This is an optimization exercise on Yosys and OpenROAD, whose aim is small area, a short achievable clock period and few clock cycles per item, not a production implementation.
The RTL was checked by simulation tests, not by an equivalence proof against the original design.

## run a
==> flow/design.v <==
package sphn_pkg;
    localparam int FIELD_W = 11;
    localparam logic [52:0] SQRT2_SIG = 53'h16A09E667F3BCD;
    localparam logic [1:0] D_MUL  = 2'd0;
    localparam logic [1:0] D_INIT = 2'd1;
    localparam logic [1:0] D_DIV  = 2'd2;
    localparam logic [1:0] D_UPD  = 2'd3;
    localparam logic [1:0] M_IT   = 2'd0;
    localparam logic [1:0] M_EXT  = 2'd1;
    localparam logic [1:0] M_NRM  = 2'd2;
    localparam logic [1:0] M_FIN  = 2'd3;
endpackage
module sph_harmonic_norm_const_core
#(
    parameter int DEGREE_BOUND = 2047
)
(
    input  logic               clk,
    input  logic               rst_n,
    input  logic               start,
    output logic               busy,
    input  logic [sphn_pkg::FIELD_W-1:0] degree,
    input  logic [sphn_pkg::FIELD_W-1:0] order,
    input  logic               cfg_we,
    input  logic [sphn_pkg::FIELD_W-1:0] cfg_wdata,
    output logic               done,
    output logic [63:0]        factor_bits,
    output logic               range_error
);
    logic [10:0] maxd_r;
    logic        busy_r;
    logic        done_r;
    logic        go_r;
    logic        run_r;
    logic        egt_r;
    logic        err_r;
    logic [10:0] m_r;
    logic [11:0] k_r;
    logic        d_act;
    logic        s_act;
    logic        m_act;
    logic        last_r;
    logic        sq2n_r;
    logic        accept;
    logic        err_go;
    logic        adv;
    logic        adv_r;
    logic        adv_nx;
    logic        d_done;
    logic        s_done;
    logic        m_done;
    logic [1:0]  dph;
    logic [21:0] dp;
    logic [23:0] dR;
    logic [53:0] dq;
    logic [5:0]  dx;
    logic        dmul;
    logic [24:0] db;
    logic [25:0] dsum;
    logic [21:0] dmsb;
    logic [4:0]  de;
    logic        dpow2;
    logic [53:0] srad;
    logic [54:0] srem;
    logic [53:0] sT;
    logic [4:0]  sexp;
    logic [4:0]  s0h;
    logic [57:0] strial;
    logic        sge;
    logic [52:0] sinc;
    logic        sovf;
    logic [52:0] sxi;
    logic [5:0]  sxr;
    logic [1:0]  mph;
    logic [5:0]  mcnt;
    logic [52:0] mb;
    logic        mcb;
    logic [4:0]  mexp;
    logic [52:0] ma;
    logic        mr1;
    logic        mr0;
    logic        mst;
    logic [12:0] mxb;
    logic [52:0] fm;
    logic [10:0] fE;
    logic        mbit;
    logic        mpp_r;
    logic        mfin;
    logic        mhi;
    logic [52:0] mmant;
    logic        mguard;
    logic        msticky;
    logic        mup;
    logic [52:0] mopa;
    logic [52:0] mopb;
    logic [53:0] msum;
    logic [10:0] fB;
    logic        movf;
    logic        mcin;
    logic [12:0] minc;
    assign accept = start && !busy_r;
    assign err_go = egt_r;
    assign d_done = dq[53];
    assign s_done = sT[53];
    assign m_done = mph == sphn_pkg::M_FIN;
    logic adv_c;
    assign adv_c  = run_r && (!d_act || d_done) && (!s_act || s_done) && (!m_act || m_done);
    assign adv    = adv_r;
    assign adv_nx = run_r && !go_r && !adv_r
                    && (!d_act || ((dph == sphn_pkg::D_DIV) ? dq[52] : dq[53]))
                    && (!s_act || sT[53] || sT[52])
                    && (!m_act || mph == sphn_pkg::M_NRM || mph == sphn_pkg::M_FIN);
    always_ff @(posedge clk or negedge rst_n)
    begin
        if (!rst_n)
        begin
            maxd_r <= '0;
        end
        else if (cfg_we)
        begin
            maxd_r <= cfg_wdata;
        end
    end
    always_ff @(posedge clk or negedge rst_n)
    begin
        if (!rst_n)
        begin
            busy_r <= 1'b0;
            done_r <= 1'b0;
            go_r   <= 1'b0;
            run_r  <= 1'b0;
            adv_r  <= 1'b0;
        end
        else
        begin
            done_r <= 1'b0;
            adv_r  <= adv_nx;
            go_r   <= accept;
            if (accept)
            begin
                busy_r <= 1'b1;
                run_r  <= 1'b1;
            end
            else if (go_r && err_go)
            begin
                busy_r <= 1'b0;
                run_r  <= 1'b0;
                done_r <= 1'b1;
            end
            else if (adv && last_r)
            begin
                busy_r <= 1'b0;
                run_r  <= 1'b0;
                done_r <= 1'b1;
            end
        end
    end
    always_ff @(posedge clk)
    begin
        if (accept)
        begin
            m_r   <= order;
            egt_r <= (order > degree) || (degree > maxd_r) || (32'(degree) > DEGREE_BOUND);
        end
        if (go_r)
        begin
            err_r <= err_go;
        end
    end
    always_ff @(posedge clk)
    begin
        if (accept)
        begin
            k_r    <= 12'd1;
            d_act  <= order != '0;
            s_act  <= 1'b1;
            m_act  <= 1'b0;
            last_r <= 1'b0;
            sq2n_r <= 1'b0;
        end
        else if (adv)
        begin
            k_r    <= k_r + 12'd1;
            d_act  <= k_r < {1'b0, m_r};
            s_act  <= k_r <= {1'b0, m_r};
            m_act  <= 1'b1;
            last_r <= (m_r == '0) ? (k_r == 12'd1) : sq2n_r;
            sq2n_r <= (m_r != '0) && (k_r == {1'b0, m_r} + 12'd1);
        end
    end
    always_comb
    begin
        dmsb = '0;
        de   = '0;
        for (int i = 0; i < 22; i++)
        begin
            if (dp[i])
            begin
                dmsb = 22'(1) << i;
                de   = 5'(i);
            end
        end
    end
    assign dpow2 = dmsb == dp;
    assign dmul = dph == sphn_pkg::D_MUL;
    assign db   = (!dmul || dq[11]) ? {{3{dmul}}, dp} : '0;
    assign dsum = {1'b0, dR, 1'b0} - {1'b0, db};
    always_ff @(posedge clk)
    begin
        if (accept)
        begin
            dph  <= sphn_pkg::D_MUL;
            dR   <= '0;
            dq   <= {41'b0, 1'b1, degree, 1'b1};
            dp   <= {10'h3ff, ~degree, 1'b1};
        end
        else if (adv)
        begin
            dp  <= dsum[21:0];
            dq  <= '0;
            dph <= sphn_pkg::D_INIT;
        end
        else
        begin
            unique case (dph)
                sphn_pkg::D_MUL:
                begin
                    dR   <= dsum[23:0];
                    dq   <= {dq[52:0], 1'b0};
                    if (dq[23])
                    begin
                        dp  <= dsum[23:2];
                        dph <= sphn_pkg::D_INIT;
                    end
                end
                sphn_pkg::D_INIT:
                begin
                    dR  <= dpow2 ? '0 : {2'b0, dmsb};
                    dq  <= {53'b0, dpow2};
                    dx  <= dpow2 ? 6'd0 - {1'b0, de} : ~{1'b0, de};
                    dph <= sphn_pkg::D_DIV;
                end
                sphn_pkg::D_DIV:
                begin
                    dR <= dsum[25] ? {dR[22:0], 1'b0} : dsum[23:0];
                    dq <= {dq[52:0], !dsum[25]};
                    if (dq[52])
                    begin
                        dR  <= {3'b0, dp[21:1]};
                        dp  <= {9'b0, k_r, 1'b0};
                        dph <= sphn_pkg::D_UPD;
                    end
                end
                default:
                begin
                end
            endcase
        end
    end
    assign strial = {1'b0, srem, srad[53:52]} - {2'b0, sT, 2'b01};
    assign sge    = !strial[57];
    always_comb
    begin
        s0h = '0;
        for (int i = 0; i < 12; i++)
        begin
            if ({degree, 1'b1} >> i != 12'd0)
            begin
                s0h = 5'(i >> 1);
            end
        end
    end
    assign sinc = dq[53:1] + 53'(dq[0]);
    assign sovf = &dq;
    assign sxi  = {sinc[52] | sovf, sinc[51:0]};
    assign sxr  = dx + 6'(sovf);
    always_ff @(posedge clk)
    begin
        if (accept)
        begin
            srad <= {degree, 1'b1, 42'b0};
            srem <= '0;
            sT   <= '0;
            sexp <= s0h;
        end
        else if (adv)
        begin
            srad <= sxr[0] ? {sxi, 1'b0} : {1'b0, sxi};
            srem <= '0;
            sT   <= '0;
            sexp <= sxr[5:1];
        end
        else
        begin
            srad <= {srad[51:0], 2'b00};
            srem <= sge ? strial[54:0] : {srem[52:0], srad[53:52]};
            if (!sT[53])
            begin
                sT   <= {sT[52:0], sge};
            end
        end
    end
    assign fB   = (fE == '0) ? 11'd1 : fE;
    assign mbit = mb[1] ^ (mb[0] & mcb);
    assign mfin = mph == sphn_pkg::M_FIN;
    assign mhi     = ma[52];
    assign mmant   = mhi ? ma : {ma[51:0], mr1};
    assign mguard  = mhi ? mr1 : mr0;
    assign msticky = mhi ? (mr0 | mst) : mst;
    assign mup     = mr1 && (mst || ma[0]);
    assign mopa = ma;
    assign mopb = mpp_r ? fm : {52'b0, mfin && mup};
    assign msum = {1'b0, mopa} + {1'b0, mopb};
    assign movf = mup && (&ma);
    assign mcin = (mph == sphn_pkg::M_EXT) || (mph == sphn_pkg::M_NRM && mhi) || (mfin && movf);
    assign minc = mxb + 13'(mcin);
    always_ff @(posedge clk)
    begin
        if (accept)
        begin
            mph <= sphn_pkg::M_FIN;
        end
        else if (adv)
        begin
            mb   <= sq2n_r ? sphn_pkg::SQRT2_SIG : sT[53:1];
            mcb  <= !sq2n_r && sT[0];
            mpp_r <= sq2n_r ? sphn_pkg::SQRT2_SIG[0] : sT[1] ^ sT[0];
            mexp <= sq2n_r ? 5'd0 : sexp;
            ma   <= '0;
            mr1  <= 1'b0;
            mr0  <= 1'b0;
            mst  <= 1'b0;
            mcnt <= '0;
            mph  <= sphn_pkg::M_IT;
        end
        else if (mph == sphn_pkg::M_IT || mph == sphn_pkg::M_EXT)
        begin
            ma   <= msum[53:1];
            mr1  <= msum[0];
            mr0  <= mr1;
            mst  <= mst | mr0;
            mb   <= {1'b0, mb[52:1]};
            mcb  <= mb[0] & mcb;
            mpp_r <= (mph == sphn_pkg::M_IT) && (mcnt != 6'd52) && mbit;
            mcnt <= mcnt + 6'd1;
            if (mph == sphn_pkg::M_IT)
            begin
                if (mcnt == '0)
                begin
                    mxb <= 13'(fB) + {{8{mexp[4]}}, mexp};
                end
                if (mcnt == 6'd52)
                begin
                    mph <= mxb[12] || (mxb == '0) ? sphn_pkg::M_EXT : sphn_pkg::M_NRM;
                end
            end
            else
            begin
                mxb <= minc;
                if (!mxb[12])
                begin
                    mph <= sphn_pkg::M_NRM;
                end
            end
        end
        else if (mph == sphn_pkg::M_NRM)
        begin
            ma  <= mmant;
            mr1 <= mguard;
            mst <= msticky;
            mxb <= minc;
            mph <= sphn_pkg::M_FIN;
        end
    end
    always_ff @(posedge clk)
    begin
        if (go_r && err_go)
        begin
            fm <= '0;
            fE <= '0;
        end
        else if (adv)
        begin
            if (k_r == 12'd1)
            begin
                fm <= 53'h10000000000000;
                fE <= 11'd1023;
            end
            else if (mfin)
            begin
                fm <= {movf | msum[52], msum[51:0]};
                fE <= !(movf | msum[52]) ? 11'd0 : minc[10:0];
            end
        end
    end
    assign busy        = busy_r;
    assign done        = done_r;
    assign factor_bits = {1'b0, fE, fm[51:0]};
    assign range_error = err_r;
endmodule
Settings: LEC_CHECK=0, ABC_AREA=1, CAP_MARGIN=20, CORE_MARGIN=2, CORE_UTILIZATION=55, PLACE_DENSITY=0.8, SETUP_SLACK_MARGIN=4.5, SLEW_MARGIN=20; clock period 8.0 ns.
run.sh (not shown) runs the stock make flow with config.mk's settings and CLKGATE_MAP_FILE= SYNTH_SCRIPT=/design/flow/synth_recipe.tcl, a recipe that flattens the netlist after the stock synthesis.
The flow did not stop early for run a: all stages ran, and the layout cleared the timing, DRC and antenna checks.
Testbench counts of run a, summed over its fixed seeds: cycles 602,796, requests 384.
> inputs changed (run a -> run b)
-- flow/design.v --
<<< run a, line 35
    logic        egt_r;
    logic        err_r;
    logic [10:0] m_r;
    logic [11:0] k_r;
>>> run b, line 35
    logic        egt_r;
    logic        err_r;
    logic [10:0] l_r;
    logic [10:0] m_r;
    logic [11:0] k_r;
<<< run a, line 100
    logic [12:0] minc;
    assign accept = start && !busy_r;
    assign err_go = egt_r;
    assign d_done = dq[53];
    assign s_done = sT[53];
>>> run b, line 101
    logic [12:0] minc;
    assign accept = start && !busy_r;
    assign err_go = egt_r || (m_r > l_r);
    assign d_done = dq[53];
    assign s_done = sT[53];
<<< run a, line 140
            begin
                busy_r <= 1'b1;
                run_r  <= 1'b1;
            end
            else if (go_r && err_go)
            begin
                busy_r <= 1'b0;
                run_r  <= 1'b0;
                done_r <= 1'b1;
            end
            else if (adv && last_r)
>>> run b, line 141
            begin
                busy_r <= 1'b1;
            end
            else if (go_r)
            begin
                busy_r <= !err_go;
                run_r  <= !err_go;
                done_r <= err_go;
            end
            else if (adv && last_r)
<<< run a, line 160
        if (accept)
        begin
            m_r   <= order;
            egt_r <= (order > degree) || (degree > maxd_r) || (32'(degree) > DEGREE_BOUND);
        end
        if (go_r)
>>> run b, line 160
        if (accept)
        begin
            l_r   <= degree;
            m_r   <= order;
            egt_r <= (degree > maxd_r) || (32'(degree) > DEGREE_BOUND);
        end
        if (go_r)
<<< run a, line 170
    always_ff @(posedge clk)
    begin
        if (accept)
        begin
            k_r    <= 12'd1;
            d_act  <= order != '0;
            s_act  <= 1'b1;
            m_act  <= 1'b0;
>>> run b, line 171
    always_ff @(posedge clk)
    begin
        if (go_r)
        begin
            k_r    <= 12'd1;
            d_act  <= m_r != '0;
            s_act  <= 1'b1;
            m_act  <= 1'b0;
<<< run a, line 208
    always_ff @(posedge clk)
    begin
        if (accept)
        begin
            dph  <= sphn_pkg::D_MUL;
            dR   <= '0;
            dq   <= {41'b0, 1'b1, degree, 1'b1};
            dp   <= {10'h3ff, ~degree, 1'b1};
        end
        else if (adv)
>>> run b, line 209
    always_ff @(posedge clk)
    begin
        if (go_r)
        begin
            dph  <= sphn_pkg::D_MUL;
            dR   <= '0;
            dq   <= {41'b0, 1'b1, l_r, 1'b1};
            dp   <= {10'h3ff, ~l_r, 1'b1};
        end
        else if (adv)
<<< run a, line 265
        for (int i = 0; i < 12; i++)
        begin
            if ({degree, 1'b1} >> i != 12'd0)
            begin
                s0h = 5'(i >> 1);
>>> run b, line 266
        for (int i = 0; i < 12; i++)
        begin
            if ({l_r, 1'b1} >> i != 12'd0)
            begin
                s0h = 5'(i >> 1);
<<< run a, line 277
    always_ff @(posedge clk)
    begin
        if (accept)
        begin
            srad <= {degree, 1'b1, 42'b0};
            srem <= '0;
            sT   <= '0;
>>> run b, line 278
    always_ff @(posedge clk)
    begin
        if (go_r)
        begin
            srad <= {l_r, 1'b1, 42'b0};
            srem <= '0;
            sT   <= '0;
<<< run a, line 317
    always_ff @(posedge clk)
    begin
        if (accept)
        begin
            mph <= sphn_pkg::M_FIN;
>>> run b, line 318
    always_ff @(posedge clk)
    begin
        if (go_r)
        begin
            mph <= sphn_pkg::M_FIN;
--- outcome ---
Run b: full flow OK, the timing, DRC and antenna checks passed
Compared with run a, in run b met3 wirelength from detailed routing saw a decrease; worst slack on hold paths saw an increase.
Compared with run a, run b shows a met2 usage that is 0.53 points lower.
In the route summary, run b ends up with a via count below that of run a.
Number of fill cells in the layout delta for run b relative to run a: about 3.7% lower
Looking at count of plain and timing-repair buffers, run b sits 8 below run a.
Testbench counts of run b, summed over its fixed seeds: cycles 603,180, requests 384.

[separate check: timing with driven ports]
In the flow no input, the clock included, has a driving cell. The finished layouts below were timed again as built, in two steps. Step 1: set_driving_cell puts a clkbuf_16 on clk and a buf_2 on each other input, an assumption about the parent block. Step 2 also shifts input and output timing later by t, the mid clock arrival at the registers, as if the neighbouring blocks saw the same clock. Three values: no drivers, after step 1, after step 2; two values: the first two.
| run | t, ns | slack for setup (ns) | worst setup path after step 2 | clock arrival spread, ns | worst slew at a driven data input, ns |
|---|---|---|---|---|---|
| run a | 0.716 | 4.621 / 4.554 / 3.982 | input to register | 0.047 / 0.047 | 0.07 |
| run b | 0.709 | 4.621 / 4.611 / 4.328 | input to register | 0.022 / 0.022 | 0.05 |
After both steps every run listed still meets setup and hold. For run a, which loses most, drivers alone change the setup slack by -0.067 ns; drivers and shift together by -0.639 ns.
